Context: an optimization exercise on an open-source flow, tuned for small area and a short achievable clock period. The choices shown serve that exercise and are no tape-out recipe.
RTL that was checked went through simulation tests only; none was proved equivalent to the original.
For run 5, only the layout was checked, not whether the RTL still works.
The flow treats the clock pin as an ideal source, which a real chip does not have.
Power is estimated from default activity; no workload was simulated.

===== flow/config.mk =====
export PLATFORM = sky130hd
export DESIGN_NAME = bus_slave
export DESIGN_NICKNAME = bus_slave
export VERILOG_FILES = /design/flow/design.v
export SDC_FILE = /design/flow/constraint.sdc
export NUM_CORES = 4
export LEC_CHECK = 0
export CAP_MARGIN = 20
export CORE_MARGIN = 2
export CORE_UTILIZATION = 70
export SETUP_SLACK_MARGIN = 2.4
export SLEW_MARGIN = 20

===== flow/constraint.sdc =====
create_clock -name core_clock -period 4.0 [get_ports {CLK}]
set_input_delay 0.8000 -clock core_clock [delete_from_list [all_inputs] [get_ports {CLK}]]
set_output_delay 0.8000 -clock core_clock [all_outputs]
set_load 0.01 [all_outputs]

===== flow/design.v =====
module bus_slave (
    input  logic CLK,
    input  logic RSTN,
    input  logic B_UTIL,
    input  logic B_RW,
    input  logic B_BUS_IN,
    output logic S_ACK,
    output logic S_BUS_OUT,
    output logic S_BSY
);
    logic       s_addr, s_aack, s_wdata, s_wack, s_rdata;
    logic [3:0] cnt;
    logic [7:0] addr;        
    logic       ok;          
    logic       rw;
    logic [7:0] wd;          
    logic [7:0] rd;          
    wire idle = !(s_addr || s_aack || s_wdata || s_wack || s_rdata);
    wire last = (s_addr && (cnt == 4'd15)) ||
                ((s_aack || s_wack) && (cnt[1:0] == 2'd3)) ||
                ((s_wdata || s_rdata) && (cnt[2:0] == 3'd7));
    wire e8     = (cnt == 4'd8);
    wire e12    = (cnt == 4'd12);
    wire ok_d   = s_addr ? ((ok || e8) && (B_BUS_IN ^ !e12)) : ok;
    wire aack_d = (B_UTIL && s_addr && last) || (s_aack && !last);
    wire wdata_d = (s_aack && last && ok && rw) || (B_UTIL && s_wdata && !last);
    wire wack_d = (B_UTIL && s_wdata && last) || (s_wack && !last);
    wire rdata_d = (s_aack && last && ok && !rw) || (s_rdata && !(B_UTIL && last));
    wire addr_d = B_UTIL && (idle || (s_addr && !last));
    wire inc    = (!last && (s_aack || s_wack)) ||
                  (B_UTIL && (idle || (!last && (s_addr || s_wdata || s_rdata))));
    wire stay_hi = !((s_aack && last && !ok) || (s_wack && last) || (s_rdata && last));
    wire stay_lo = (s_aack && !(last && !ok)) || (s_wack && !last) || s_rdata;
    wire bsy_d  = B_UTIL ? stay_hi : stay_lo;
    wire ack_d  = (s_wack && !last) || (s_aack && !last && ok) ||
                  (B_UTIL && ((s_wdata && last) || (s_addr && last && ok && !B_BUS_IN)));
    wire mem_we = s_wack && (cnt[1:0] == 2'd0);
    always_ff @(posedge CLK or negedge RSTN) begin
        if (!RSTN) begin
            s_addr    <= 1'b0;
            s_aack    <= 1'b0;
            s_wdata   <= 1'b0;
            s_wack    <= 1'b0;
            s_rdata   <= 1'b0;
            cnt       <= '0;
            S_BSY     <= 1'b0;
            S_ACK     <= 1'b0;
            S_BUS_OUT <= 1'b0;
        end else begin
            s_addr    <= addr_d;
            s_aack    <= aack_d;
            s_wdata   <= wdata_d;
            s_wack    <= wack_d;
            s_rdata   <= rdata_d;
            cnt       <= inc ? cnt + 4'd1 : 4'd0;
            S_BSY     <= bsy_d;
            S_ACK     <= ack_d;
            S_BUS_OUT <= s_rdata && B_UTIL && rd[cnt[2:0]];
        end
    end
    logic [2047:0] ring;     
    logic [7:0]    ph;       
    logic [7:0]    rp;       
    logic [5:0]    rlo6;     
    logic [3:0]    rhi4;
    logic [7:0]    wq;       
    logic          wpend;    
    logic [3:0]    rlo;      
    logic [7:0]    rhi;      
    logic          rcap;     
    logic          rhit;     
    logic [15:0]   wen;      
    logic          wins;     
    logic [7:0]    tq;
    logic          rcap_q, rhit_q;
    wire rwin_n = (s_addr && (cnt >= 4'd10)) || (s_aack && !cnt[1]);
    wire       wpend_n = mem_we || (wpend && !wins);
    wire [7:0] rp_n    = {rhi4 + 4'(rlo6[5:4]), rlo6[3:0]};    
    logic [7:0] tap;
    always_comb begin
        tap = '0;
        for (int m = 0; m < 32; m++)
            tap = tap | ({8{rhi[m / 4] & rlo[m % 4]}} & ring[64*m +: 8]);
    end
    always_ff @(posedge CLK) begin
        if (idle || (s_addr && !cnt[3])) addr <= {B_BUS_IN, addr[7:1]};
        ok <= ok_d;
        if (s_addr) rw <= B_RW;
        if (s_wdata) wd <= {B_BUS_IN, wd[7:1]};
        ph    <= ph + 8'd1;
        rlo6  <= 6'(addr[3:0]) + 6'(ph[3:0]) + 6'd3;
        rhi4  <= addr[7:4] + ph[7:4];
        rp    <= rp_n;
        wq    <= mem_we ? rp_n : wq + 8'd1;
        wpend <= wpend_n;
        rcap  <= rwin_n && (rp[2:0] == 3'd0);
        for (int i = 0; i < 4; i++) rlo[i] <= (rp[4:3] == 2'(i));
        for (int i = 0; i < 8; i++) rhi[i] <= (rp[7:5] == 3'(i));
        rhit  <= wpend && !wins && (rp == wq);
        for (int j = 0; j < 16; j++)
            wen[j] <= mem_we ? (rp == 8'(16 * j)) : (wpend && !wins && (wq == 8'(16 * j)));
        wins  <= mem_we ? (rp[3:0] == 4'd0) : (wpend && !wins && (wq[3:0] == 4'd0));
        tq     <= tap;
        rcap_q <= rcap;
        rhit_q <= rhit;
        if (rcap_q) rd <= rhit_q ? wd : tq;
    end
    always_ff @(posedge CLK) begin
        for (int s = 0; s < 256; s++) begin
            if ((s % 16 == 1) && wen[s / 16])
                ring[8*s +: 8] <= wd;
            else
                ring[8*s +: 8] <= ring[8*((s + 255) % 256) +: 8];
        end
    end
endmodule

===== flow/flow/run.sh =====
#!/bin/bash
# The standard layout with a faster clock tree: clock tree synthesis builds
# clkbuf_8 leaf buffers as usual, then flow/post_cts.tcl turns its root and its
# first tree level into inverters (four root inverters fed by the clock port)
# and runs the post-CTS timing repair on that final tree.
set -euo pipefail
here=$(pwd)
export CTS_ARGS="-sink_clustering_enable -repair_clock_nets -sink_clustering_size 16 -sink_clustering_max_diameter 60 -buf_list {sky130_fd_sc_hd__clkbuf_8 sky130_fd_sc_hd__clkbuf_16} -root_buf sky130_fd_sc_hd__clkbuf_16 -tree_buf sky130_fd_sc_hd__clkbuf_16 -sink_clustering_buffer sky130_fd_sc_hd__clkbuf_8"
export POST_CTS_TCL="$here/flow/post_cts.tcl"
export SKIP_CTS_REPAIR_TIMING=1
bash standard.sh > "$here/standard_flow.log" 2>&1

===== flow/flow/post_cts.tcl =====
# Runs after clock tree synthesis (POST_CTS_TCL). Clock tree synthesis builds a
# root buffer driving one level of tree buffers, which drive the leaf buffers.
# This turns the root and the tree level into inverters (two inversions, so the
# registers still see the clock's rising edge): the root becomes four inverters
# fed by the clock port, each driving the tree inverters of one quarter of the
# core. Inverters are single-stage cells, so the insertion delay shrinks, and the
# tree stays balanced: every register is three cells from the clock port.
proc replace_with { inst master_name } {
  set block [ord::get_db_block]
  set master [[ord::get_db] findMaster $master_name]
  set in [[$inst findITerm A] getNet]
  set out ""
  foreach it [$inst getITerms] { if { [[$it getMTerm] getIoType] eq "OUTPUT" } { set out [$it getNet] } }
  set loc [$inst getLocation]
  set name [$inst getName]
  odb::dbInst_destroy $inst
  set ni [odb::dbInst_create $block $master $name]
  $ni setLocation [lindex $loc 0] [lindex $loc 1]
  $ni setPlacementStatus PLACED
  $ni setSourceType TIMING
  [$ni findITerm A] connect $in
  foreach it [$ni getITerms] { if { [[$it getMTerm] getIoType] eq "OUTPUT" } { $it connect $out } }
  return $ni
}

proc invert_clock_tree { nroot root_master tree_master } {
  set block [ord::get_db_block]
  set master [[ord::get_db] findMaster $root_master]
  set clk [$block findNet CLK]
  set its [$clk getITerms]
  if { [llength $its] != 1 } { error "invert_clock_tree: CLK drives [llength $its] pins" }
  set root [[lindex $its 0] getInst]
  set rootnet ""
  foreach it [$root getITerms] { if { [[$it getMTerm] getIoType] eq "OUTPUT" } { set rootnet [$it getNet] } }
  set pts {}
  foreach it [$rootnet getITerms] {
    set t [$it getInst]
    if { $t eq $root } { continue }
    set bb [$t getBBox]
    lappend pts [list [expr {([$bb xMin] + [$bb xMax]) / 2}] [expr {([$bb yMin] + [$bb yMax]) / 2}] $t]
  }
  set groups [list $pts]
  set axis 0
  while { [llength $groups] < $nroot } {
    set ng {}
    foreach g $groups {
      set s [lsort -integer -index $axis $g]
      set h [expr {[llength $s] / 2}]
      lappend ng [lrange $s 0 [expr {$h - 1}]] [lrange $s $h end]
    }
    set groups $ng
    set axis [expr {1 - $axis}]
  }
  set k 0
  foreach g $groups {
    set sx 0; set sy 0
    foreach p $g { incr sx [lindex $p 0]; incr sy [lindex $p 1] }
    set cx [expr {$sx / [llength $g]}]; set cy [expr {$sy / [llength $g]}]
    set inst [odb::dbInst_create $block $master "clkroot_$k"]
    $inst setLocation $cx $cy
    $inst setPlacementStatus PLACED
    $inst setSourceType TIMING
    set net [odb::dbNet_create $block "clknet_root_$k"]
    $net setSigType CLOCK
    [$inst findITerm A] connect $clk
    foreach it [$inst getITerms] { if { [[$it getMTerm] getIoType] eq "OUTPUT" } { $it connect $net } }
    foreach p $g {
      set t [replace_with [lindex $p 2] $tree_master]
      set a [$t findITerm A]
      $a disconnect
      $a connect $net
    }
    puts "invert_clock_tree: clkroot_$k at ($cx $cy) drives [llength $g] tree inverters"
    incr k
  }
  odb::dbInst_destroy $root
  odb::dbNet_destroy $rootnet
}

invert_clock_tree 4 sky130_fd_sc_hd__inv_16 sky130_fd_sc_hd__inv_8
detailed_placement
estimate_parasitics -placement
# The timing repair that cts.tcl runs after clock tree synthesis is skipped
# (SKIP_CTS_REPAIR_TIMING=1 in run.sh) and run here instead, on the final tree.
repair_timing_helper
detailed_placement
check_placement -verbose
estimate_parasitics -placement
report_clock_skew
report_worst_slack -max
report_worst_slack -min

===== flow/standard.sh =====
#!/bin/bash
# synth_recipe.tcl (not shown) runs the flow's synth.tcl, then flattens the netlist and writes it again
# the make line also repeats each setting of config.mk as NAME=value (left out here)
make -C /OpenROAD-flow-scripts/flow DESIGN_CONFIG=/design/flow/config.mk WORK_HOME=/design/flow/orfs CLKGATE_MAP_FILE= SYNTH_SCRIPT=/design/flow/synth_recipe.tcl "${@:-finish}"

==> results of run 1 <==
sequential cells by signal (all words and copies together) (netlist names), 4 cells and up, named ones only:
register	cells
rp	8
rlo	4
addr	8
rhi4	4
rd	8
rlo6	6
cnt	4
ring	2048
wq	8
rhi	8
wd	8
wen	16
tq	8
ph	8
final timing paths:
kind	to	slack (ns)	cells past startpoint	from
max reg2reg	wen[3]	2.34	6	cnt[0]
min reg2reg	ring[1647]	0.31	0	ring[1639]
min in group asynchronous	S_BSY	0.79	1	RSTN
max	S_BUS_OUT	2.32	1	S_BUS_OUT
max in group asynchronous	cnt[0]	2.82	1	RSTN
min	ring[1647]	0.31	0	ring[1639]
metrics by stage:
stage | setup slack, ns | power (mW) | cells | utilization | hold slack (ns)
2_1_floorplan | 2.38 | 23.9 | 2812 | - | 0.310
3_3_place_gp | 1.99 | 24.6 | 3697 | 0.723 | 0.309
3_5_place_dp | 1.87 | 24.7 | 3697 | 0.723 | 0.312
5_1_grt | 2.27 | 35.8 | 3911 | 0.769 | 0.318
6_report | 2.32 | 34.5 | 3912 | 0.769 | 0.309
logic make-up (layout without fill, tap and decap cells):
kind of cell	Yosys count	in the layout	share of synthesized area
AOI/OAI and AO/OA	197	197	0.0308
xor gates and xnor gates	28	28	0.00506
muxes	144	144	0.0338
adders and majority gates	22	22	0.00614
buffers and inverters	112	280	0.00883
and+or+nand+nor	147	147	0.0158
DFF	2162	2162	0.899
other	0	1	0
area by class of cell, clock buffers not listed:
cell class              instances  area, um^2
well taps                     931        1160
multi-input cells             538        4710
repair buffers                 60         633
diodes                          1        2.50
inverters                      40         156
flip-flops and latches       2162       43600
clock inverters                33         332
fillers                      3929       15900
layer usage:
layer,share of wire,vias to the layer above
li1,-,9385
met1,0.47,9686
met2,0.44,543
met3,0.055,187
met4,0.039,0
met5,0,-
cell usage in the layout (no fill, tap or decap), types with 17 or more instances in the layout:
cell / count
dfxtp_1: 2108
clkbuf_8: 142
mux2_2: 138
a22oi_1: 73
nand2_1: 45
inv_1: 42
nand3_1: 36
buf_4: 33
a22o_1: 32
edfxtp_1: 26
xnor2_1: 20
a222oi_1: 19
inv_8: 17
report_power, final:
group	switching, mW	internal, mW	total, mW
combinational	1.25	0.767	2.02
clock	6.12	3.67	9.79
sequential	0.514	22.2	22.7
==> results by group, run 1 <==
Yosys
  – EDFF count, synth: 26
  – Ys flop type: dfxtp_1
  – Asr flop ratio synth: 0.00555
  – Yosys cell types: 54
  – Most common cell in the synthesized netlist: dfxtp_1
  – Syn Area/Cell: 17.2 um^2
  – Cells after Synth: 2812
  – Post-synth net total: 2839
  – Dominant cells by area after synthesis: dfxtp_1 (88%), mux2_2 (3.2%), edfxtp_1 (1.6%)
  – Syn Std Cell Area: 0.0485 mm^2
  – Synth top area share: 0.877
  – Warnings from Yosys: 1
  – Top cells by count, synth: dfxtp_1 (2124), mux2_2 (138), a22oi_1 (74)
  – Register area share after synthesis: 0.899
  – Yosys reg bits: 2162
  – Top cell type by total area after synthesis: dfxtp_1

CTS
  – Sinks on Clock Net: 2162
  – Clock Latency Late Sink: 0.36 ns
  – Clk slew on worst S/H paths: 0.10 ns
  – CTS tree: done

Detailed routing
  – Vias: 19800
  – Antenna violation net count after detailed routing: 0
  – 1st-pass router iterations: 7
  – 1st-iter DRT viols: 1420
  – Wirelength per Cell: 20.7 um
  – WL final: 81.1 mm
  – Vias/cell: 5.06
  – Drt drc: 0

Global routing
  – Tot GR Track Use: 0.228
  – GRT overflow: 0
  – GR Util met1: 0.329
  – Global-route wire length before repair: 120 mm
  – Grt met2 use: 0.342
  – Vias in the first global route: 20300
  – Gr busiest metal: met2
  – Met3 Usage GRT: 0.0464
  – Initial antenna violation count: 3
  – Largest net degree at the start of global routing: 33

STA
  – TNS Setup: 0 ns
  – Fin Clk Skew: 0.0252 ns
  – Max Freq: 0.596 GHz
  – Relative slew slack: 0.301
  – Hold Vio Cnt, Final: 0
  – Crit path time final: 1.68 ns
  – Final period utilization: 0.419
  – Worst-Margin Slew: 1.05 ns
  – Fin. max-slew vios: 0
  – Unrepaired setup endpoints after global routing: true
  – Setup violators final: 0

Layout
  – Layout area overhead: 8.77%
  – Fin area: 0.0527 mm^2
  – Share of cells above drive strength 1: 0.148
  – Nets: 2985

Worst setup path
  – CP cell instances: buf_2
  – Nature of the critical path endpoint: primary output
  – Worst Path Max Fanout: 1
  – Crit path largest cell delay: 0.39 ns
  – Cell family with most CP delay: flip-flops
  – CP max-delay cell: dfrtp_1
  – Crit path DAT: 0.88 ns
  – Req. time, crit path: 3.20 ns
  – WP buf/inv: 1
  – Startpoint Class: flip-flop
  – Critical path type: reg2out

Floorplanning
  – Die area: 0.0714 mm^2
  – DIE HEIGHT: 267 um
  – # IOs: 8
  – Die W: 267 um
  – Initial Util: 0.707
  – Num rows: 96
  – Area of the core: 0.0686 mm^2

Pwr
  – Power Density: 655 mW/mm^2
  – Worst vdd ir: 406 uV
  – Leak: 21.1 nW

Run status
  – Status: finished clean

Flow run
  – Max Cap Violations: 0

Place
  – Final GP Congestion: 0.817
  – Area after DPL: 0.0496 mm^2
  – Port Buffer Count: 7
  – DP HPWL: 47.6 mm

Hold path
  – Hold crit path type: reg2reg
==> inputs of run 2 (changes only) <==
==> flow/flow/run.sh (replaced) <==
#!/bin/bash
# The standard layout with a faster clock tree: clock tree synthesis builds
# clkbuf_8 leaf buffers as usual, then flow/post_cts.tcl turns its root and its
# first tree level into inverters (four root inverters fed by the clock port)
# and runs the post-CTS timing repair on that final tree.
set -euo pipefail
here=$(pwd)
export CTS_ARGS="-sink_clustering_enable -repair_clock_nets -dont_use_dummy_load -sink_clustering_size 16 -sink_clustering_max_diameter 60 -buf_list {sky130_fd_sc_hd__clkbuf_8 sky130_fd_sc_hd__clkbuf_16} -root_buf sky130_fd_sc_hd__clkbuf_16 -tree_buf sky130_fd_sc_hd__clkbuf_16 -sink_clustering_buffer sky130_fd_sc_hd__clkbuf_8"
export POST_CTS_TCL="$here/flow/post_cts.tcl"
export SKIP_CTS_REPAIR_TIMING=1
bash standard.sh > "$here/standard_flow.log" 2>&1
==> run 2 against run 1 <==
Critical path depth is 5 higher. Highest routed layer unchanged. Routed wire length is 0.45% lower. Sequential cell count stayed put. First-iteration DRC count is 7.6% lower. Register-to-register slack worse by 0.02 ns. Largest cell class unchanged. Largest power group unchanged. Cell area is 0.75% lower. Final cell count is 0.66% lower. Clock power is 4.9% lower. Still clean. Via count is 0.27% lower. Sequential share of layout area is 0.63 points higher. Critical path type is now reg2reg. Core utilization is 0.57 points lower.
==> results by group, run 2 <==
Layout
  – Post-Layout Cell Count: 3886 (-0.66%)
  – Layout area overhead: 7.95%
  – Largest Register: ring
  – Most common cell after layout, fill and taps aside: dfxtp_1
  – Most used cells in the layout excluding fill and tap cells: dfxtp_1 (2109), mux2_2 (138), clkbuf_8 (136)
  – Largest registers: ring x2048, wen x16
  – Flip-flop count of the largest register after layout: 2048 (unchanged)
  – Fin area: 0.0523 mm^2 (-0.75%)
  – Share of cells above drive strength 1: 0.141 (-0.00721)
  – Nets: 2984 (-0.034%)
  – Antenna Cells: 0 (-1)

Global routing
  – GRT overflow: 0 (unchanged)
  – Initial antenna violation count: 3 (unchanged)
  – Tot GR Track Use: 0.227 (-0.00133)
  – Largest net degree at the start of global routing: 33 (unchanged)
  – Global-route wire length before repair: 119 mm (-0.60%)
  – Vias in the first global route: 20100 (-0.72%)

Detailed routing
  – 1st-pass router iterations: 5 (-2)
  – Vias: 19700 (-0.27%)
  – WL final: 80.7 mm (-0.45%)
  – 1st-iter DRT viols: 1312 (-7.6%)
  – Wirelength per Cell: 20.8 um (+0.21%)
  – Vias/cell: 5.08 (+0.39%)
  – Antenna violation net count after detailed routing: 0 (unchanged)
  – Drt drc: 0 (unchanged)

STA
  – Final period utilization: 0.421 (+0.00116)
  – Setup violators final: 0 (unchanged)
  – Fin. max-slew vios: 0 (unchanged)
  – Max Freq: 0.594 GHz (-0.28%)
  – Hold Vio Cnt, Final: 0 (unchanged)
  – Crit path time final: 1.68 ns (+0.00465 ns)
  – TNS Setup: 0 ns (unchanged)
  – Relative slew slack: 0.275 (-0.0257)
  – Unrepaired setup endpoints after global routing: true
  – Worst-Margin Slew: 1.09 ns (+0.0385 ns)
  – Fin Clk Skew: 0.0487 ns (+0.0235 ns)

Worst setup path
  – Critical path type: reg2reg
  – Crit path DAT: 1.94 ns (+1.06 ns)
  – Req. time, crit path: 4.26 ns (+1.06 ns)
  – Worst flop-to-flop path startpoint: cnt[0]
  – FF-to-FF End: wen[3]
  – Startpoint Class: flip-flop
  – R2r setup slk: 2.32 ns (-0.02 ns)
  – Worst Reg-to-Reg Cells: 6 (unchanged)
  – Worst Path Max Fanout: 4 (+3)
  – Nature of the critical path endpoint: flip-flop

Yosys
  – EDFF count, synth: 26 (unchanged)
  – Dominant cells by area after synthesis: dfxtp_1 (88%), mux2_2 (3.2%), edfxtp_1 (1.6%)
  – Yosys cell types: 54 (unchanged)
  – Top cell type by total area after synthesis: dfxtp_1
  – Warnings from Yosys: 1 (unchanged)
  – Ys flop type: dfxtp_1
  – Top cells by count, synth: dfxtp_1 (2124), mux2_2 (138), a22oi_1 (74)
  – Syn Area/Cell: 17.2 um^2 (unchanged)
  – Register area share after synthesis: 0.899 (unchanged)
  – Syn Std Cell Area: 0.0485 mm^2 (unchanged)
  – Cells after Synth: 2812 (unchanged)
  – Yosys reg bits: 2162 (unchanged)
  – Most common cell in the synthesized netlist: dfxtp_1
  – Synth top area share: 0.877 (unchanged)
  – Asr flop ratio synth: 0.00555 (unchanged)
  – Post-synth net total: 2839 (unchanged)

Pwr
  – Power Density: 650 mW/mm^2 (-0.73%)
  – Total power: 34.0 mW (-1.5%)
  – Sequential fraction of design power: 0.668 (+0.010)
  – Clock share of power: 0.273 (-0.011)
  – Sw Pwr: 7.75 mW (-1.8%)
  – Combinational fraction of design power: 0.059 (about the same)
  – Leak: 20.9 nW (-0.94%)
  – Worst vdd ir: 406 uV (about the same)
  – Switch share: 0.228 (-0.000731)
  – Internal: 26.3 mW (-1.4%)

Floorplanning
  – DIE HEIGHT: 267 um (unchanged)
  – Area of the core: 0.0686 mm^2 (unchanged)
  – Die W: 267 um (unchanged)
  – Num rows: 96 (unchanged)
  – Initial Util: 0.707 (unchanged)
  – # IOs: 8 (unchanged)
  – Die area: 0.0714 mm^2 (unchanged)

Place
  – Final GP Congestion: 0.817 (unchanged)
  – DP HPWL: 47.6 mm (unchanged)
  – Placed insts: 3697 (unchanged)
  – Area after DPL: 0.0496 mm^2 (unchanged)
  – Port Buffer Count: 7 (unchanged)

Flow run
  – Max Cap Violations: 0 (unchanged)

Run status
  – Status: finished clean

CTS
  – CTS tree: done
  – Sinks on Clock Net: 2162 (unchanged)
  – Clock Latency Late Sink: 0.35 ns (about the same)
  – Clk slew on worst S/H paths: 0.09 ns (about the same)

Hold path
  – Hold crit path type: reg2reg
  – WHS Endpoint: ring[1647]
  – Hold Path Origin: ring[1639]
  – Hold depth: 0 (unchanged)
-- run 2: changes by cell type in the layout (fill, tap and decap cells not counted), sizes merged --
cell,before,now
clkbuf,149,138
inv,70,59
buf,54,53
clkinv,1,0
clkinvlp,2,1
diode,1,0
-- run 2: critical path: stages (launching register included) --
cell and delay (ns):
dfrtp_2 0.40, inv_2 0.07, ha_4 0.18, nand2_8 0.06
nor4b_4 0.25, or3b_4 0.47, o22ai_2 0.17
-- run 2: stage by stage --
stage,hold slack (ns),worst slack [ns],util
after global placement,0.309,1.99,0.723
after global routing,0.301,2.25,0.763
after detailed placement,0.312,1.87,0.723
final,0.287,2.32,0.763
after floorplan,0.310,2.38,-
-- run 2: worst max path at each step --
| stage | slack, ns | to | startpoint |
|---|---|---|---|
| after floorplan | 2.38 | wen[1] | cnt[1] |
| after global placement | 1.99 | ok | B_BUS_IN |
| after detailed placement | 1.87 | cnt[1] | cnt[1] |
| after global routing | 2.25 | wen[3] | cnt[1] |
| final | 2.32 | wen[3] | cnt[0] |
-- run 2: kinds of logic after synthesis --
family	Yosys count	share of synthesized area
AO/OA/AOI/OAI	197	0.0308
flip-flops	2162	0.899
adder cells (fa/ha/maj)	22	0.00614
buffers and inverters	112	0.00883
XOR/XNOR	28	0.00506
AND/OR/NAND/NOR	147	0.0158
multiplexers	144	0.0338
-- run 2: cell type report, clock buffers not listed --
class / count / area, um^2
fillers: 3975 / 16300
multi-input cells: 538 / 4640
flip-flops and latches: 2162 / 43600
repair buffers: 59 / 594
inverters: 40 / 154
clock inverters: 20 / 260
well taps: 931 / 1160
-- run 2: metal layers --
| metal | vias to the layer above | part of all wire | track usage |
|---|---|---|---|
| li1 | 9355 | - | - |
| met2 | 536 | 0.44 | 0.342 |
| met3 | 187 | 0.054 | 0.0450 |
| met4 | 0 | 0.038 | 0.0905 |
| met1 | 9669 | 0.47 | 0.327 |
| met5 | - | 0 | 0 |
-- run 2: power groups by stage --
stage / registers [mW] / logic, mW / clock network [mW]
after floorplan: 22.9 / 1.05 / 0
after global placement: 23.2 / 1.39 / 0
after detailed placement: 23.3 / 1.45 / 0
after global routing: 22.8 / 2.09 / 10.4
final: 22.7 / 2.00 / 9.31
==> inputs of run 3 (changes only) <==
--- a/flow/design.v
+++ b/flow/design.v
@@ -65,8 +65,8 @@
     logic [3:0]    rhi4;
     logic [7:0]    wq;       
     logic          wpend;    
-    logic [3:0]    rlo;      
-    logic [7:0]    rhi;      
+    logic [7:0]    rlo;      
+    logic [3:0]    rhi;      
     logic          rcap;     
     logic          rhit;     
     logic [15:0]   wen;      
@@ -77,10 +77,15 @@
     wire       wpend_n = mem_we || (wpend && !wins);
     wire [7:0] rp_n    = {rhi4 + 4'(rlo6[5:4]), rlo6[3:0]};    
     logic [7:0] tap;
+    logic [7:0] grp [4];
     always_comb begin
         tap = '0;
-        for (int m = 0; m < 32; m++)
-            tap = tap | ({8{rhi[m / 4] & rlo[m % 4]}} & ring[64*m +: 8]);
+        for (int h = 0; h < 4; h++) begin
+            grp[h] = '0;
+            for (int l = 0; l < 8; l++)
+                grp[h] = grp[h] | ({8{rlo[l]}} & ring[64*(8*h + l) +: 8]);
+            tap = tap | ({8{rhi[h]}} & grp[h]);
+        end
     end
     always_ff @(posedge CLK) begin
         if (idle || (s_addr && !cnt[3])) addr <= {B_BUS_IN, addr[7:1]};
@@ -94,8 +99,8 @@
         wq    <= mem_we ? rp_n : wq + 8'd1;
         wpend <= wpend_n;
         rcap  <= rwin_n && (rp[2:0] == 3'd0);
-        for (int i = 0; i < 4; i++) rlo[i] <= (rp[4:3] == 2'(i));
-        for (int i = 0; i < 8; i++) rhi[i] <= (rp[7:5] == 3'(i));
+        for (int i = 0; i < 8; i++) rlo[i] <= (rp[5:3] == 3'(i));
+        for (int i = 0; i < 4; i++) rhi[i] <= (rp[7:6] == 2'(i));
         rhit  <= wpend && !wins && (rp == wq);
         for (int j = 0; j < 16; j++)
             wen[j] <= mem_we ? (rp == 8'(16 * j)) : (wpend && !wins && (wq == 8'(16 * j)));
==> flow/flow/run.sh (replaced) <==
#!/bin/bash
# The standard layout with a faster clock tree: clock tree synthesis builds
# clkbuf_8 leaf buffers as usual, then flow/post_cts.tcl turns its root and its
# first tree level into inverters (four root inverters fed by the clock port)
# and runs the post-CTS timing repair on that final tree.
set -euo pipefail
here=$(pwd)
export CTS_ARGS="-sink_clustering_enable -repair_clock_nets -sink_clustering_size 16 -sink_clustering_max_diameter 60 -buf_list {sky130_fd_sc_hd__clkbuf_8 sky130_fd_sc_hd__clkbuf_16} -root_buf sky130_fd_sc_hd__clkbuf_16 -tree_buf sky130_fd_sc_hd__clkbuf_16 -sink_clustering_buffer sky130_fd_sc_hd__clkbuf_8"
export POST_CTS_TCL="$here/flow/post_cts.tcl"
export SKIP_CTS_REPAIR_TIMING=1
bash standard.sh > "$here/standard_flow.log" 2>&1
==> run 3 against run 2 <==
Still clean on timing, DRC and antenna. Clock skew down 0.022 ns. First-iteration DRC count is 9.4% lower. Area after synthesis down 0.48%. Setup slack worse by 0.0056 ns. Core utilization decreased by 0.36 points. Via count is 1.3% lower. Cell area down 0.65%. Critical path type is now reg2out.
==> results by group, run 3 <==
Hold path
  – Hold crit path type: reg2reg

Run status
  – Status: finished clean

STA
  – Setup violators final: 0 (unchanged)
  – Fin Clk Skew: 0.0264 ns (-0.0223 ns)
  – Crit path time final: 1.69 ns (+0.00564 ns)
  – Max Freq: 0.592 GHz (-0.33%)
  – Relative slew slack: 0.278 (+0.00288)
  – Worst-Margin Slew: 1.08 ns (-0.00431 ns)
  – Unrepaired setup endpoints after global routing: true
  – Hold Vio Cnt, Final: 0 (unchanged)
  – Fin. max-slew vios: 0 (unchanged)
  – Final period utilization: 0.422 (+0.00141)
  – TNS Setup: 0 ns (unchanged)

Worst setup path
  – Crit path largest cell delay: 0.39 ns (-0.08 ns)
  – Crit path DAT: 0.89 ns (-1.05 ns)
  – CP cell instances: buf_2
  – R2r setup slk: 2.31 ns (about the same)
  – CP max-delay cell: dfrtp_1
  – Critical path type: reg2out
  – Worst Path Max Fanout: 1 (-3)
  – Startpoint Class: flip-flop
  – Nature of the critical path endpoint: primary output
  – WP buf/inv: 1 (unchanged)
  – Cell family with most CP delay: flip-flops
  – Req. time, crit path: 3.20 ns (-1.06 ns)

Global routing
  – Tot GR Track Use: 0.225 (-0.00162)
  – Initial antenna violation count: 6 (+3)
  – Vias in the first global route: 19500 (-3.4%)
  – GRT overflow: 0 (unchanged)
  – Largest net degree at the start of global routing: 23 (-30%)
  – Global-route wire length before repair: 117 mm (-1.4%)

Yosys
  – Asr flop ratio synth: 0.00555 (unchanged)
  – Ys flop type: dfxtp_1
  – Post-synth net total: 2796 (-1.5%)
  – Most common cell in the synthesized netlist: dfxtp_1
  – Synth top area share: 0.881 (+0.00423)
  – Warnings from Yosys: 2 (+1)
  – Syn Std Cell Area: 0.0482 mm^2 (-0.48%)
  – Register area share after synthesis: 0.904 (+0.00434)
  – Yosys cell types: 47 (-13%)
  – Cells after Synth: 2769 (-1.5%)
  – Yosys reg bits: 2162 (unchanged)
  – Syn Area/Cell: 17.4 um^2 (+1.1%)
  – Dominant cells by area after synthesis: dfxtp_1 (88%), mux2_2 (3.2%), a22oi_1 (2.3%)
  – Top cells by count, synth: dfxtp_1 (2124), a22oi_1 (145), mux2_2 (138)
  – Top cell type by total area after synthesis: dfxtp_1
  – EDFF count, synth: 26 (unchanged)

Flow run
  – Max Cap Violations: 0 (unchanged)

Floorplanning
  – Initial Util: 0.705 (-0.00216)
  – Die W: 267 um (-0.24%)
  – DIE HEIGHT: 267 um (-0.24%)
  – Die area: 0.0710 mm^2 (-0.47%)
  – Area of the core: 0.0685 mm^2 (-0.18%)
  – # IOs: 8 (unchanged)
  – Num rows: 96 (unchanged)

CTS
  – Clock Latency Late Sink: 0.37 ns (+0.02 ns)
  – Clk slew on worst S/H paths: 0.10 ns (about the same)
  – Sinks on Clock Net: 2162 (unchanged)
  – CTS tree: done

Layout
  – Post-Layout Cell Count: 3808 (-2.0%)
  – Layout area overhead: 7.77%
  – Largest Register: ring
  – Largest registers: ring x2048, wen x16
  – Nets: 2926 (-1.9%)
  – Most common cell after layout, fill and taps aside: dfxtp_1
  – Flip-flop count of the largest register after layout: 2048 (unchanged)
  – Share of cells above drive strength 1: 0.138 (-0.00320)
  – Most used cells in the layout excluding fill and tap cells: dfxtp_1 (2111), a22oi_1 (145), mux2_2 (138)

Detailed routing
  – Wirelength per Cell: 20.8 um (about the same)
  – Vias/cell: 5.12 (+0.72%)
  – Drt drc: 0 (unchanged)
  – WL final: 79.1 mm (-2.0%)
  – Vias: 19500 (-1.3%)
  – Antenna violation net count after detailed routing: 0 (unchanged)
  – 1st-iter DRT viols: 1189 (-9.4%)
  – 1st-pass router iterations: 7 (+2)

Place
  – Port Buffer Count: 7 (unchanged)
  – DP HPWL: 50.5 mm (+6.1%)
  – Placed insts: 3605 (-2.5%)
  – Final GP Congestion: 0.874 (+6.9%)

Pwr
  – Total power: 34.4 mW (+1.2%)
  – Leak: 20.7 nW (-0.99%)
  – Worst vdd ir: 526 uV (+30%)
  – Power Density: 662 mW/mm^2 (+1.8%)
[run 3: report_power, final]
| part | switching, mW | total [mW] | internal [mW] |
|---|---|---|---|
| logic | 0.702 | 1.33 | 0.626 |
| registers | 0.906 | 23.4 | 22.5 |
| clock network | 6.24 | 9.74 | 3.50 |
[run 3: worst register-to-register path: cells and delay by family (launching register included)]
| kind | cells | cell delay [ns] |
|---|---|---|
| fa+ha+maj | 1 | 0.18 |
| flops | 1 | 0.43 |
| compound gates | 1 | 0.16 |
| simple gates | 3 | 0.78 |
| buf+inv | 1 | 0.07 |
[run 3: stage by stage]
stage / setup slack (ns) / instance area [um^2] / hold slack, ns / utilization
after detailed placement: 1.94 / 49300 / 0.312 / 0.720
after global placement: 2.00 / 49300 / 0.310 / 0.720
after global routing: 2.25 / 52000 / 0.317 / 0.759
after floorplan: 2.35 / 48300 / 0.310 / -
final: 2.31 / 52000 / 0.313 / 0.759
[run 3: logic make-up after synthesis]
family          Yosys count  synth area share
simple gates            130            0.0152
xor+xnor                 28           0.00508
fa+ha+maj                22           0.00617
mux                     142            0.0336
flops                  2162             0.904
compound gates          192            0.0287
buf+inv                  93           0.00747
[run 3: cell type report, clock buffers not listed]
type                       instances  area, um^2
timing repair buffer              35         280
antenna                            4        10.0
clock inverter                    43         467
fill                            3960       16500
sequential                      2162       43600
tap                              882        1100
multi-input combinational        515        4460
inverter                          29         109
[run 3: path summary, 6_finish.rpt]
kind / start / to / depth (start not counted)
worst min register to register: ring[436] / ring[444] / 0
max in group asynchronous: RSTN / asynchronous set/reset pin / 1
worst max register to register: cnt[1] / wen[3] / 6
worst min-delay path: ring[436] / ring[444] / 0
min in group asynchronous: RSTN / S_ACK / 1
worst max-delay path: S_BUS_OUT / S_BUS_OUT / 1
[run 3: layer usage]
| layer | routed length, um | vias up | GRT usage |
|---|---|---|---|
| li1 | - | 9227 | - |
| met1 | 40000 | 9517 | 0.351 |
| met2 | 32600 | 561 | 0.320 |
| met3 | 3940 | 185 | 0.0380 |
| met4 | 2510 | 0 | 0.0785 |
| met5 | 0 | - | 0 |
==> inputs of run 4 (changes only) <==
==> flow/flow/run.sh (replaced) <==
#!/bin/bash
# The standard layout with a faster clock tree: clock tree synthesis builds
# clkbuf_8 leaf buffers as usual, then flow/post_cts.tcl turns its root and its
# first tree level into inverters (four root inverters fed by the clock port).
set -euo pipefail
here=$(pwd)
export CTS_ARGS="-sink_clustering_enable -repair_clock_nets -sink_clustering_size 16 -sink_clustering_max_diameter 60 -buf_list {sky130_fd_sc_hd__clkbuf_8 sky130_fd_sc_hd__clkbuf_16} -root_buf sky130_fd_sc_hd__clkbuf_16 -tree_buf sky130_fd_sc_hd__clkbuf_16 -sink_clustering_buffer sky130_fd_sc_hd__clkbuf_8"
export POST_CTS_TCL="$here/flow/post_cts.tcl"
bash standard.sh > "$here/standard_flow.log" 2>&1
--- a/flow/flow/post_cts.tcl
+++ b/flow/flow/post_cts.tcl
@@ -79,11 +79,6 @@
 
 invert_clock_tree 4 sky130_fd_sc_hd__inv_16 sky130_fd_sc_hd__inv_8
 detailed_placement
-estimate_parasitics -placement
-# The timing repair that cts.tcl runs after clock tree synthesis is skipped
-# (SKIP_CTS_REPAIR_TIMING=1 in run.sh) and run here instead, on the final tree.
-repair_timing_helper
-detailed_placement
 check_placement -verbose
 estimate_parasitics -placement
 report_clock_skew
==> run 4 against run 3 <==
Critical endpoint is now S_BSY. Largest power group unchanged. Via count about the same. Final cell count about the same. Routed wire length about the same. Die area unchanged. Combinational power about the same. Cell area about the same. Setup slack about the same. Clock skew up 0.0018 ns. Sequential power about the same.
==> results by group, run 4 <==
Worst setup path
  – Startpoint Class: flip-flop
  – CP cell instances: buf_6
  – Cell family with most CP delay: flip-flops
  – WP buf/inv: 1 (unchanged)
  – Crit path DAT: 0.89 ns (about the same)
  – CP max-delay cell: dfrtp_1
  – Worst Path Max Fanout: 1 (unchanged)
  – Crit path largest cell delay: 0.40 ns (about the same)
  – Critical path type: reg2out
  – Req. time, crit path: 3.20 ns (about the same)
  – Worst Reg-to-Reg Cells: 6 (unchanged)
  – R2r setup slk: 2.32 ns (about the same)
  – Nature of the critical path endpoint: primary output
  – Worst flop-to-flop path startpoint: cnt[1]
  – FF-to-FF End: wen[3]

STA
  – Crit path time final: 1.69 ns (-0.000330 ns)
  – Final period utilization: 0.422 (about the same)
  – Fin. max-slew vios: 0 (unchanged)
  – Fin Clk Skew: 0.0282 ns (+0.00179 ns)
  – Worst-Margin Slew: 1.09 ns (+0.0103 ns)
  – TNS Setup: 0 ns (unchanged)
  – Unrepaired setup endpoints after global routing: true
  – Hold Vio Cnt, Final: 0 (unchanged)
  – Relative slew slack: 0.271 (-0.00687)
  – Setup violators final: 0 (unchanged)
  – Max Freq: 0.593 GHz (about the same)
  – Final hold slack: 0.313 ns (-0.000252 ns)

Yosys
  – Synth top area share: 0.881 (unchanged)
  – Syn Std Cell Area: 0.0482 mm^2 (unchanged)
  – Top cells by count, synth: dfxtp_1 (2124), a22oi_1 (145), mux2_2 (138)
  – Cells after Synth: 2769 (unchanged)
  – Dominant cells by area after synthesis: dfxtp_1 (88%), mux2_2 (3.2%), a22oi_1 (2.3%)
  – Warnings from Yosys: 2 (unchanged)
  – Yosys cell types: 47 (unchanged)
  – Most common cell in the synthesized netlist: dfxtp_1
  – Register area share after synthesis: 0.904 (unchanged)
  – Ys flop type: dfxtp_1
  – Asr flop ratio synth: 0.00555 (unchanged)
  – Syn Area/Cell: 17.4 um^2 (unchanged)
  – Post-synth net total: 2796 (unchanged)
  – EDFF count, synth: 26 (unchanged)
  – Yosys reg bits: 2162 (unchanged)
  – Top cell type by total area after synthesis: dfxtp_1

Global routing
  – Largest net degree at the start of global routing: 23 (unchanged)
  – Global-route wire length before repair: 117 mm (unchanged)
  – Vias in the first global route: 19500 (unchanged)
  – Initial antenna violation count: 6 (unchanged)
  – GRT overflow: 0 (unchanged)
  – Tot GR Track Use: 0.225 (unchanged)

Flow run
  – Max Cap Violations: 0 (unchanged)

Run status
  – Status: finished clean

Layout
  – Largest Register: ring
  – Nets: 2926 (unchanged)
  – Most used cells in the layout excluding fill and tap cells: dfxtp_1 (2111), a22oi_1 (145), mux2_2 (138)
  – Most common cell after layout, fill and taps aside: dfxtp_1
  – Post-Layout Cell Count: 3807 (-0.026%)
  – Fin area: 0.0520 mm^2 (about the same)
  – Share of cells above drive strength 1: 0.139 (+0.00137)
  – Flip-flop count of the largest register after layout: 2048 (unchanged)
  – Layout area overhead: 7.86% (about the same)
  – Largest registers: ring x2048, wen x16

Pwr
  – Sw Pwr: 7.86 mW (+0.14%)
  – Power Density: 662 mW/mm^2 (about the same)
  – Internal: 26.6 mW (about the same)
  – Sequential fraction of design power: 0.678 (about the same)
  – Combinational fraction of design power: 0.039 (about the same)
  – Worst vdd ir: 526 uV (about the same)
  – Switch share: 0.228 (about the same)
  – Leak: 20.7 nW (about the same)
  – Clock share of power: 0.283 (about the same)

Detailed routing
  – 1st-pass router iterations: 5 (-2)
  – WL final: 79.0 mm (about the same)
  – 1st-iter DRT viols: 1263 (+6.2%)
  – Vias/cell: 5.12 (about the same)
  – Drt drc: 0 (unchanged)
  – Vias: 19500 (-0.026%)
  – Antenna violation net count after detailed routing: 0 (unchanged)
  – Wirelength per Cell: 20.8 um (about the same)

Floorplanning
  – Initial Util: 0.705 (unchanged)
  – Die area: 0.0710 mm^2 (unchanged)
  – DIE HEIGHT: 267 um (unchanged)
  – Num rows: 96 (unchanged)
  – # IOs: 8 (unchanged)
  – Die W: 267 um (unchanged)
  – Area of the core: 0.0685 mm^2 (unchanged)

Hold path
  – Hold depth: 0 (unchanged)
  – Hold Path Origin: ring[436]
  – Hold crit path type: reg2reg
  – WHS Endpoint: ring[444]

Place
  – Placed insts: 3605 (unchanged)
  – DP HPWL: 50.5 mm (unchanged)
  – Port Buffer Count: 7 (unchanged)
  – Area after DPL: 0.0493 mm^2 (unchanged)
  – Final GP Congestion: 0.874 (unchanged)

CTS
  – Clk slew on worst S/H paths: 0.10 ns (about the same)
  – Sinks on Clock Net: 2162 (unchanged)
  – CTS tree: done
  – Clock Latency Late Sink: 0.37 ns (about the same)
[run 4: layer usage]
| metal | share of wire | global-route usage | up-vias | wire, um |
|---|---|---|---|---|
| met1 | 0.51 | 0.351 | 9521 | 40000 |
| met4 | 0.032 | 0.0785 | 0 | 2550 |
| li1 | - | - | 9232 | - |
| met2 | 0.41 | 0.320 | 548 | 32700 |
| met3 | 0.048 | 0.0380 | 184 | 3830 |
| met5 | 0 | 0 | - | 0 |
[run 4: through the flow]
stage               total power, mW   util  setup WS [ns]
global route                   35.8  0.760           2.25
global placement               24.9  0.720           2.00
finish                         34.5  0.760           2.31
floorplan                      24.3      -           2.35
detailed placement             25.0  0.720           1.94
[run 4: cells by family (layout without fill, tap and decap cells)]
kind of cell	after synthesis	after routing	share of synthesized area
other	0	3	0
flip-flops	2162	2162	0.904
adder cells (fa/ha/maj)	22	22	0.00617
AND/OR/NAND/NOR	130	130	0.0152
XOR/XNOR	28	28	0.00508
buffers and inverters	93	245	0.00747
AO/OA/AOI/OAI	192	193	0.0287
multiplexers	142	142	0.0336
[run 4: worst max-delay path by stage]
| stage | startpoint | to | cells past startpoint |
|---|---|---|---|
| 6_report | S_BSY | S_BSY | 1 |
| 2_1_floorplan | cnt[1] | wen[3] | 6 |
| 3_3_place_gp | B_BUS_IN | ok | 4 |
| 3_5_place_dp | B_BUS_IN | ok | 4 |
| 5_1_grt | cnt[0] | wen[3] | 6 |
[run 4: final cells by class, clock buffers not listed]
class | instances | area, um^2
Inverter | 29 | 109
Timing Repair Buffer | 35 | 284
Sequential cell | 2162 | 43600
Clock inverter | 43 | 467
Tap cell | 882 | 1100
Multi-Input combinational cell | 515 | 4500
Antenna cell | 3 | 7.51
Fill cell | 3960 | 16400
[run 4: worst reg2reg max path, stage by stage, from the launching register on]
cell     delay, ns
dfrtp_2       0.43
inv_2         0.07
ha_4          0.18
nand2_8       0.07
nor4b_4       0.25
or3b_4        0.46
o22ai_2       0.16
[run 4: power groups by stage]
| stage | registers (mW) | clock network, mW | logic, mW |
|---|---|---|---|
| after global placement | 23.8 | 0 | 1.09 |
| after floorplan | 23.2 | 0 | 1.07 |
| final | 23.4 | 9.73 | 1.35 |
| after global routing | 23.5 | 10.8 | 1.49 |
| after detailed placement | 23.8 | 0 | 1.15 |
==> inputs of run 5 (changes only) <==
--- a/flow/design.v
+++ b/flow/design.v
@@ -70,6 +70,7 @@
     logic          rcap;     
     logic          rhit;     
     logic [15:0]   wen;      
+    logic [15:0]   wen_n;    
     logic          wins;     
     logic [7:0]    tq;
     logic          rcap_q, rhit_q;
@@ -104,6 +105,8 @@
         rhit  <= wpend && !wins && (rp == wq);
         for (int j = 0; j < 16; j++)
             wen[j] <= mem_we ? (rp == 8'(16 * j)) : (wpend && !wins && (wq == 8'(16 * j)));
+        for (int j = 0; j < 16; j++)
+            wen_n[j] <= !(mem_we ? (rp == 8'(16 * j)) : (wpend && !wins && (wq == 8'(16 * j))));
         wins  <= mem_we ? (rp[3:0] == 4'd0) : (wpend && !wins && (wq[3:0] == 4'd0));
         tq     <= tap;
         rcap_q <= rcap;
@@ -113,9 +116,13 @@
     always_ff @(posedge CLK) begin
         for (int s = 0; s < 256; s++) begin
             if ((s % 16 == 1) && wen[s / 16])
-                ring[8*s +: 8] <= wd;
+                ring[8*s +: 4] <= wd[3:0];
             else
-                ring[8*s +: 8] <= ring[8*((s + 255) % 256) +: 8];
+                ring[8*s +: 4] <= ring[8*((s + 255) % 256) +: 4];
+            if ((s % 16 == 1) && !wen_n[s / 16])
+                ring[8*s+4 +: 4] <= wd[7:4];
+            else
+                ring[8*s+4 +: 4] <= ring[8*((s + 255) % 256)+4 +: 4];
         end
     end
 endmodule
==> run 5 against run 4 <==
Setup slack worse by 0.052 ns. Still clean. Core utilization rose by 0.91 points. Cell area increased by 1.5%. Critical path depth rose by 6. Hold slack worse by 0.0033 ns.
==> results by group, run 5 <==
Hold path
  – Hold depth: 0 (unchanged)
  – Hold crit path type: reg2reg

Detailed routing
  – Drt drc: 0 (unchanged)
  – Vias/cell: 5.09 (-0.54%)
  – 1st-iter DRT viols: 1391 (+10%)
  – Antenna violation net count after detailed routing: 0 (unchanged)
  – WL final: 81.5 mm (+3.1%)
  – 1st-pass router iterations: 5 (unchanged)
  – Vias: 19900 (+2.0%)
  – Wirelength per Cell: 20.9 um (+0.55%)

CTS
  – Clk slew on worst S/H paths: 0.10 ns (about the same)
  – Sinks on Clock Net: 2178 (+0.74%)
  – CTS tree: done
  – Clock Latency Late Sink: 0.38 ns (about the same)

Floorplanning
  – Area of the core: 0.0687 mm^2 (+0.35%)
  – # IOs: 8 (unchanged)
  – DIE HEIGHT: 268 um (+0.46%)
  – Initial Util: 0.709 (+0.00415)
  – Die W: 268 um (+0.46%)
  – Die area: 0.0717 mm^2 (+0.93%)
  – Num rows: 96 (unchanged)

Layout
  – Most common cell after layout, fill and taps aside: dfxtp_1
  – Layout area overhead: 8.50%
  – Largest registers: ring x2048, wen x16, wen_n x16
  – Most used cells in the layout excluding fill and tap cells: dfxtp_1 (2127), a22oi_1 (144), mux2_2 (138), clkbuf_8 (138), buf_4 (38)
  – Filler cell count in the final layout: 3897 (-1.6%)
  – Nets: 2978 (+1.8%)
  – Largest Register: ring
  – Fin area: 0.0528 mm^2 (+1.5%)
  – Final Core Density: 0.769 (+0.00907)
  – Antenna Cells: 0 (-3)
  – Share of cells above drive strength 1: 0.145 (+0.00530)
  – Flip-flop count of the largest register after layout: 2048 (unchanged)

Pwr
  – Leak: 21.0 nW (+1.6%)
  – Clock share of power: 0.282 (about the same)
  – Sequential fraction of design power: 0.674 (-0.004)
  – Worst vdd ir: 447 uV (-15%)
  – Combinational fraction of design power: 0.043 (+0.004)
  – Internal: 26.8 mW (+0.85%)
  – Power Density: 660 mW/mm^2 (-0.37%)
  – Total power: 34.9 mW (+1.2%)
  – Switch share: 0.231 (+0.00248)
  – Sw Pwr: 8.04 mW (+2.3%)

STA
  – Worst-Margin Slew: 1.03 ns (-0.0666 ns)
  – Hold Vio Cnt, Final: 0 (unchanged)
  – Final period utilization: 0.435 (+0.0129)
  – Fin. max-slew vios: 0 (unchanged)
  – Setup violators final: 0 (unchanged)
  – Max Freq: 0.575 GHz (-3.0%)
  – Crit path time final: 1.74 ns (+0.0517 ns)
  – TNS Setup: 0 ns (unchanged)
  – Unrepaired setup endpoints after global routing: true
  – Fin Clk Skew: 0.0320 ns (+0.00376 ns)
  – Relative slew slack: 0.317 (+0.0454)

Yosys
  – Asr flop ratio synth: 0.00551 (-0.0000408)
  – Top cell type by total area after synthesis: dfxtp_1
  – Yosys cell types: 49 (+4.3%)
  – Most common cell in the synthesized netlist: dfxtp_1
  – Cells after Synth: 2799 (+1.1%)
  – Synth top area share: 0.880 (-0.00164)
  – Post-synth net total: 2826 (+1.1%)
  – EDFF count, synth: 26 (unchanged)
  – Yosys reg bits: 2178 (+0.74%)
  – Register area share after synthesis: 0.902 (-0.00185)
  – Ys flop type: dfxtp_1
  – Syn Area/Cell: 17.4 um^2 (-0.14%)
  – Dominant cells by area after synthesis: dfxtp_1 (88%), mux2_2 (3.2%), a22oi_1 (2.3%)
  – Warnings from Yosys: 2 (unchanged)
  – Syn Std Cell Area: 0.0487 mm^2 (+0.94%)
  – Top cells by count, synth: dfxtp_1 (2140), a22oi_1 (146), mux2_2 (138)

Global routing
  – Tot GR Track Use: 0.227 (+0.00216)
  – Largest net degree at the start of global routing: 28 (+22%)
  – Initial antenna violation count: 4 (-2)
  – Vias in the first global route: 19900 (+2.3%)
  – Global-route wire length before repair: 120 mm (+1.8%)
  – GRT overflow: 0 (unchanged)

Worst setup path
  – FF-to-FF End: wen_n[1]
  – Worst Reg-to-Reg Cells: 7 (+1)
  – Crit path DAT: 1.99 ns (+1.10 ns)
  – Startpoint Class: flip-flop
  – Nature of the critical path endpoint: flip-flop
  – R2r setup slk: 2.26 ns (-0.06 ns)
  – Critical path type: reg2reg
  – Worst setup path startpoint: cnt[1]
  – Worst Path Max Fanout: 6 (+5)
  – CP Capture Point: wen_n[1]
  – Worst flop-to-flop path startpoint: cnt[1]
  – Req. time, crit path: 4.25 ns (+1.05 ns)

Place
  – Port Buffer Count: 7 (unchanged)
  – Final GP Congestion: 0.877 (+0.33%)
  – DP HPWL: 52.8 mm (+4.5%)
  – Area after DPL: 0.0498 mm^2 (+1.1%)

Run status
  – Status: finished clean

Flow run
  – Max Cap Violations: 0 (unchanged)
## run 5: cell count changes after synthesis, moves of 3 or more
cell / change
buf_1: +4
nor2_1: -3
clkbuf_1: -18
o22a_1: +15
dfxtp_1: +16
buf_2: +6
and2_1: +4
or3_1: +3
## run 5: layout make-up, clock buffers not listed
type	instances	area, um^2	share of cell area
Timing Repair Buffer	49	399	0.00755
Clock inverter	42	463	0.00876
Multi-Input combinational cell	535	4780	0.0906
Inverter	30	113	0.00213
Sequential cell	2178	44000	0.832
Tap cell	931	1160	0.0220
## run 5: per-layer routing
metal / up-vias / track usage / routed length, um
met5: - / 0 / 13
met4: 2 / 0.0679 / 1910
met3: 157 / 0.0472 / 4850
met2: 632 / 0.332 / 34900
met1: 9672 / 0.346 / 39800
li1: 9415 / - / -
## run 5: cells by family after synthesis
| logic type | count (synthesis) | share of synthesized area |
|---|---|---|
| simple gates | 133 | 0.0151 |
| mux | 142 | 0.0332 |
| compound gates | 209 | 0.0313 |
| xor+xnor | 28 | 0.00504 |
| flops | 2178 | 0.902 |
| buf+inv | 87 | 0.00725 |
| fa+ha+maj | 22 | 0.00612 |
## run 5: worst min path at each step
stage / endpoint / slack, ns / startpoint
floorplan: rcap_q / 0.31 / rcap
global placement: ring[1326] / 0.31 / ring[1318]
detailed placement: ring[1479] / 0.31 / ring[1471]
global route: ring[1942] / 0.31 / ring[1934]
finish: ring[2017] / 0.31 / ring[2009]
## run 5: power by group through the flow
stage	combinational [mW]	sequential [mW]	clock, mW
3_5_place_dp	1.15	24.0	0
5_1_grt	1.63	23.6	10.9
2_1_floorplan	1.10	23.3	0
3_3_place_gp	1.09	23.9	0
6_report	1.50	23.5	9.85
## run 5: worst max-delay path: stages (launching register included)
cell and delay (ns):
dfrtp_2 0.44, inv_2 0.09, ha_4 0.17, nand2_8 0.06, nor3_4 0.33, buf_4 0.20
nand2_4 0.08, o22a_1 0.26
## run 5: per-stage QoR
| step | setup slack, ns | hold WS (ns) | instances |
|---|---|---|---|
| global route | 2.21 | 0.310 | 3905 |
| global placement | 1.98 | 0.309 | 3690 |
| finish | 2.26 | 0.310 | 3905 |
| detailed placement | 1.90 | 0.312 | 3690 |
| floorplan | 2.40 | 0.310 | 2799 |
==> inputs of run 6 (changes only) <==
--- a/flow/design.v
+++ b/flow/design.v
@@ -70,7 +70,6 @@
     logic          rcap;     
     logic          rhit;     
     logic [15:0]   wen;      
-    logic [15:0]   wen_n;    
     logic          wins;     
     logic [7:0]    tq;
     logic          rcap_q, rhit_q;
@@ -105,8 +104,6 @@
         rhit  <= wpend && !wins && (rp == wq);
         for (int j = 0; j < 16; j++)
             wen[j] <= mem_we ? (rp == 8'(16 * j)) : (wpend && !wins && (wq == 8'(16 * j)));
-        for (int j = 0; j < 16; j++)
-            wen_n[j] <= !(mem_we ? (rp == 8'(16 * j)) : (wpend && !wins && (wq == 8'(16 * j))));
         wins  <= mem_we ? (rp[3:0] == 4'd0) : (wpend && !wins && (wq[3:0] == 4'd0));
         tq     <= tap;
         rcap_q <= rcap;
@@ -116,13 +113,9 @@
     always_ff @(posedge CLK) begin
         for (int s = 0; s < 256; s++) begin
             if ((s % 16 == 1) && wen[s / 16])
-                ring[8*s +: 4] <= wd[3:0];
+                ring[8*s +: 8] <= wd;
             else
-                ring[8*s +: 4] <= ring[8*((s + 255) % 256) +: 4];
-            if ((s % 16 == 1) && !wen_n[s / 16])
-                ring[8*s+4 +: 4] <= wd[7:4];
-            else
-                ring[8*s+4 +: 4] <= ring[8*((s + 255) % 256)+4 +: 4];
+                ring[8*s +: 8] <= ring[8*((s + 255) % 256) +: 8];
         end
     end
 endmodule
==> flow/flow/run.sh (replaced) <==
#!/bin/bash
# The standard layout with a faster clock tree: clock tree synthesis builds
# clkbuf_8 leaf buffers as usual, then flow/post_cts.tcl turns its root and its
# first tree level into inverters (four root inverters fed by the clock port).
set -euo pipefail
here=$(pwd)
export CTS_ARGS="-sink_clustering_enable -repair_clock_nets -dont_use_dummy_load -sink_clustering_size 16 -sink_clustering_max_diameter 60 -buf_list {sky130_fd_sc_hd__clkbuf_8 sky130_fd_sc_hd__clkbuf_16} -root_buf sky130_fd_sc_hd__clkbuf_16 -tree_buf sky130_fd_sc_hd__clkbuf_16 -sink_clustering_buffer sky130_fd_sc_hd__clkbuf_8"
export POST_CTS_TCL="$here/flow/post_cts.tcl"
bash standard.sh > "$here/standard_flow.log" 2>&1
==> run 6 against run 5 <==
Core utilization is 1.3 points lower. Critical endpoint is now wen[3]. Sequential share of layout area is 1.1 points higher. Still clean on timing, DRC and antenna. Setup slack better by 0.059 ns. Critical path type unchanged. Routed wire length is 3.4% lower.
==> results by group, run 6 <==
Layout
  – Flip-flop count of the largest register after layout: 2048 (unchanged)
  – Post-Layout Cell Count: 3781 (-3.2%)
  – Share of cells above drive strength 1: 0.135 (-0.00996)
  – Filler cell count in the final layout: 3979 (+2.1%)
  – Largest Register: ring
  – Nets: 2926 (-1.7%)
  – Sequential Area: 0.0436 mm^2 (-0.73%)
  – Layout area overhead: 7.31%
  – Largest registers: ring x2048, wen x16
  – Multi-input gate area: 0.00449 mm^2 (-6.1%)
  – Most used cells in the layout excluding fill and tap cells: dfxtp_1 (2111), a22oi_1 (145), mux2_2 (138)
  – Most common cell after layout, fill and taps aside: dfxtp_1
  – Fin area: 0.0518 mm^2 (-2.0%)

Floorplanning
  – Initial Util: 0.705 (-0.00415)
  – Num rows: 96 (unchanged)
  – Die W: 267 um (-0.46%)
  – DIE HEIGHT: 267 um (-0.46%)
  – Die area: 0.0710 mm^2 (-0.92%)
  – # IOs: 8 (unchanged)
  – Area of the core: 0.0685 mm^2 (-0.35%)

Yosys
  – Ys flop type: dfxtp_1
  – Simple-Gate Fraction of Synth Area: 0.0152 (+0.000116)
  – Main combinational cell family by area after synthesis: multiplexers
  – Syn Std Cell Area: 0.0482 mm^2 (-0.93%)
  – Synth Area in Compound Gates: 0.0287 (-0.00261)
  – Post-synthesis mux area share: 0.0336 (+0.000313)
  – Yosys cell types: 47 (-4.1%)
  – Yosys reg bits: 2162 (-0.73%)
  – Cells after Synth: 2769 (-1.1%)
  – Warnings from Yosys: 2 (unchanged)
  – Register area share after synthesis: 0.904 (+0.00185)
  – Post-synth net total: 2796 (-1.1%)
  – Post-synthesis xor/xnor area fraction: 0.00508 (+0.0000474)
  – Most common cell in the synthesized netlist: dfxtp_1
  – Dominant cells by area after synthesis: dfxtp_1 (88%), mux2_2 (3.2%), a22oi_1 (2.3%)
  – Asr flop ratio synth: 0.00555 (+0.0000408)
  – Top cells by count, synth: dfxtp_1 (2124), a22oi_1 (145), mux2_2 (138)
  – EDFF count, synth: 26 (unchanged)
  – Syn Area/Cell: 17.4 um^2 (+0.14%)
  – Synth top area share: 0.881 (+0.00164)
  – Synth Area in Adders: 0.00617 (+0.0000576)
  – Top cell type by total area after synthesis: dfxtp_1

Detailed routing
  – Metal-1 WL: 39.7 mm (-0.37%)
  – Vias/cell: 5.15 (+1.1%)
  – Vias: 19500 (-2.1%)
  – WL final: 78.8 mm (-3.4%)
  – Met3 WL: 4.18 mm (-14%)
  – Wirelength per Cell: 20.8 um (-0.18%)
  – Met2 WL: 32.3 mm (-7.5%)
  – Antenna violation net count after detailed routing: 0 (unchanged)
  – Drt drc: 0 (unchanged)
  – 1st-iter DRT viols: 1212 (-13%)
  – Top layer in use: met4
  – 1st-pass router iterations: 5 (unchanged)

Pwr
  – Power Density: 657 mW/mm^2 (-0.42%)
  – Leak: 20.5 nW (-2.3%)
  – Total power: 34.0 mW (-2.4%)
  – Worst vdd ir: 514 uV (+15%)

STA
  – Unrepaired setup endpoints after global routing: true
  – Fin. max-slew vios: 0 (unchanged)
  – Crit path time final: 1.68 ns (-0.0593 ns)
  – TNS Setup: 0 ns (unchanged)
  – Fin Clk Skew: 0.0502 ns (+0.0182 ns)
  – Hold Vio Cnt, Final: 0 (unchanged)
  – Setup violators final: 0 (unchanged)
  – Max Freq: 0.595 GHz (+3.5%)
  – Worst setup margin: 2.32 ns (+0.0593 ns)
  – Final period utilization: 0.420 (-0.0148)
  – Relative slew slack: 0.272 (-0.0441)
  – Worst-Margin Slew: 1.09 ns (+0.0647 ns)

Worst setup path
  – Crit path largest cell delay: 0.46 ns (+0.02 ns)
  – Startpoint Class: flip-flop
  – CP max-delay cell: or3b_4
  – Cell family with most CP delay: simple AND/OR/NAND/NOR gates
  – Nature of the critical path endpoint: flip-flop
  – WP buf/inv: 1 (-1)
  – Critical path type: reg2reg
  – Req. time, crit path: 4.27 ns (+0.02 ns)
  – Worst Path Max Fanout: 4 (-2)
  – Worst Reg-to-Reg Cells: 6 (-1)
  – Stages on worst setup path: 6 (-1)
  – Crit path DAT: 1.95 ns (-0.04 ns)
  – CP cell instances: inv_2 -> ha_4 -> nand2_8 -> nor4b_4 -> or3b_4 -> o22ai_2

Global routing
  – Vias in the first global route: 19300 (-2.9%)
  – GRT overflow: 0 (unchanged)
  – Initial antenna violation count: 3 (-1)
  – Largest net degree at the start of global routing: 23 (-18%)
  – Tot GR Track Use: 0.224 (-0.00322)
  – Global-route wire length before repair: 117 mm (-2.4%)

Run status
  – Status: finished clean

Place
  – Final GP Congestion: 0.874 (-0.33%)
  – Port Buffer Count: 7 (unchanged)
  – DP Worst Slack: 1.94 ns (+0.0392 ns)
  – DP HPWL: 50.5 mm (-4.3%)
  – Area after DPL: 0.0493 mm^2 (-1.1%)
  – Placed insts: 3605 (-2.3%)

Flow run
  – Max Cap Violations: 0 (unchanged)

CTS
  – Clk slew on worst S/H paths: 0.09 ns (about the same)
  – Sinks on Clock Net: 2162 (-0.73%)
  – CTS tree: done
  – Clock Latency Late Sink: 0.36 ns (-0.02 ns)

Hold path
  – Hold depth: 0 (unchanged)
  – Hold crit path type: reg2reg
==> run 6: changes by cell type in the layout (fill, tap and decap cells not counted), moves of 4 or more <==
cell      change
dfxtp_1      -16
inv_1        -10
and2_1        -4
clkinv_8      -5
inv_6         -5
o22a_1       -15
or3_4         -4
buf_4        -12
==> run 6: routing by layer <==
metal / GRT usage / up-vias
li1: - / 9200
met1: 0.350 / 9496
met2: 0.319 / 563
met3: 0.0400 / 208
met4: 0.0736 / 0
met5: 0 / -
==> run 6: area by class of cell, clock buffers not listed <==
| type | instances | area share |
|---|---|---|
| clock inverter | 20 | 0.00503 |
| antenna | 2 | 0.0000967 |
| multi-input combinational | 515 | 0.0867 |
| tap | 882 | 0.0213 |
| timing repair buffer | 35 | 0.00549 |
| sequential | 2162 | 0.843 |
| inverter | 29 | 0.00210 |
==> run 6: cells by family after synthesis <==
kind of cell             count (synthesis)
AO/OA/AOI/OAI                          192
XOR/XNOR                                28
adder cells (fa/ha/maj)                 22
buffers and inverters                   93
flip-flops                            2162
multiplexers                           142
AND/OR/NAND/NOR                        130
==> run 6: final timing paths <==
path	from	to	slack (ns)
min reg2reg	ring[401]	ring[409]	0.28
min	ring[401]	ring[409]	0.28
min in group asynchronous	RSTN	S_BUS_OUT	0.84
max	cnt[1]	wen[3]	2.32
max reg2reg	cnt[1]	wen[3]	2.32
max in group asynchronous	RSTN	asynchronous set/reset pin	2.75
==> run 6: stage by stage <==
step,utilization,hold slack [ns]
6_report,0.756,0.281
5_1_grt,0.756,0.280
3_5_place_dp,0.720,0.312
3_3_place_gp,0.720,0.310
2_1_floorplan,-,0.310
==> run 6: where the power goes <==
| group | internal, mW | switching, mW | total (mW) |
|---|---|---|---|
| registers | 22.5 | 0.909 | 23.4 |
| logic | 0.633 | 0.711 | 1.34 |
| clock network | 3.31 | 5.98 | 9.29 |

-- port drivers added, routing unchanged --
How much do the figures lean on ideal ports? The routed layouts below were timed once more, with nothing changed but the port constraints.
Step 1 sets driving cells, clkbuf_16 on the clock port and buf_2 on the other inputs (assumed; they add their load-dependent delay and slew).
Step 2 times the ports against the registers' clock, not the clock port: input delays grow and output delays shrink by t, the midpoint of the rising clock arrivals with the driver on.
Slacks: ideal ports / drivers / drivers and shift; pairs: ideal ports / drivers.
run | shift t [ns] | setup slack, ns | worst setup path after step 2 | slew at the worst register clock pin (ns) | cell pins on the clock port's net
run 1 | 0.570 | 2.322 / 2.095 / 2.249 | input to register | 0.11 / 0.11 | 4
run 2 | 0.547 | 2.318 / 2.109 / 2.234 | input to register | 0.10 / 0.10 | 4
run 3 | 0.577 | 2.312 / 2.087 / 2.234 | input to register | 0.10 / 0.10 | 4
run 4 | 0.577 | 2.312 / 2.089 / 2.159 | input to register | 0.10 / 0.10 | 4
run 5 | 0.581 | 2.261 / 2.082 / 2.261 | register to register | 0.10 / 0.10 | 4
run 6 | 0.555 | 2.320 / 2.116 / 2.143 | input to register | 0.10 / 0.10 | 4
After both steps setup and hold are still met in every run listed. For run 6, which loses most, drivers alone change the setup slack by -0.204 ns; drivers and shift together by -0.177 ns.
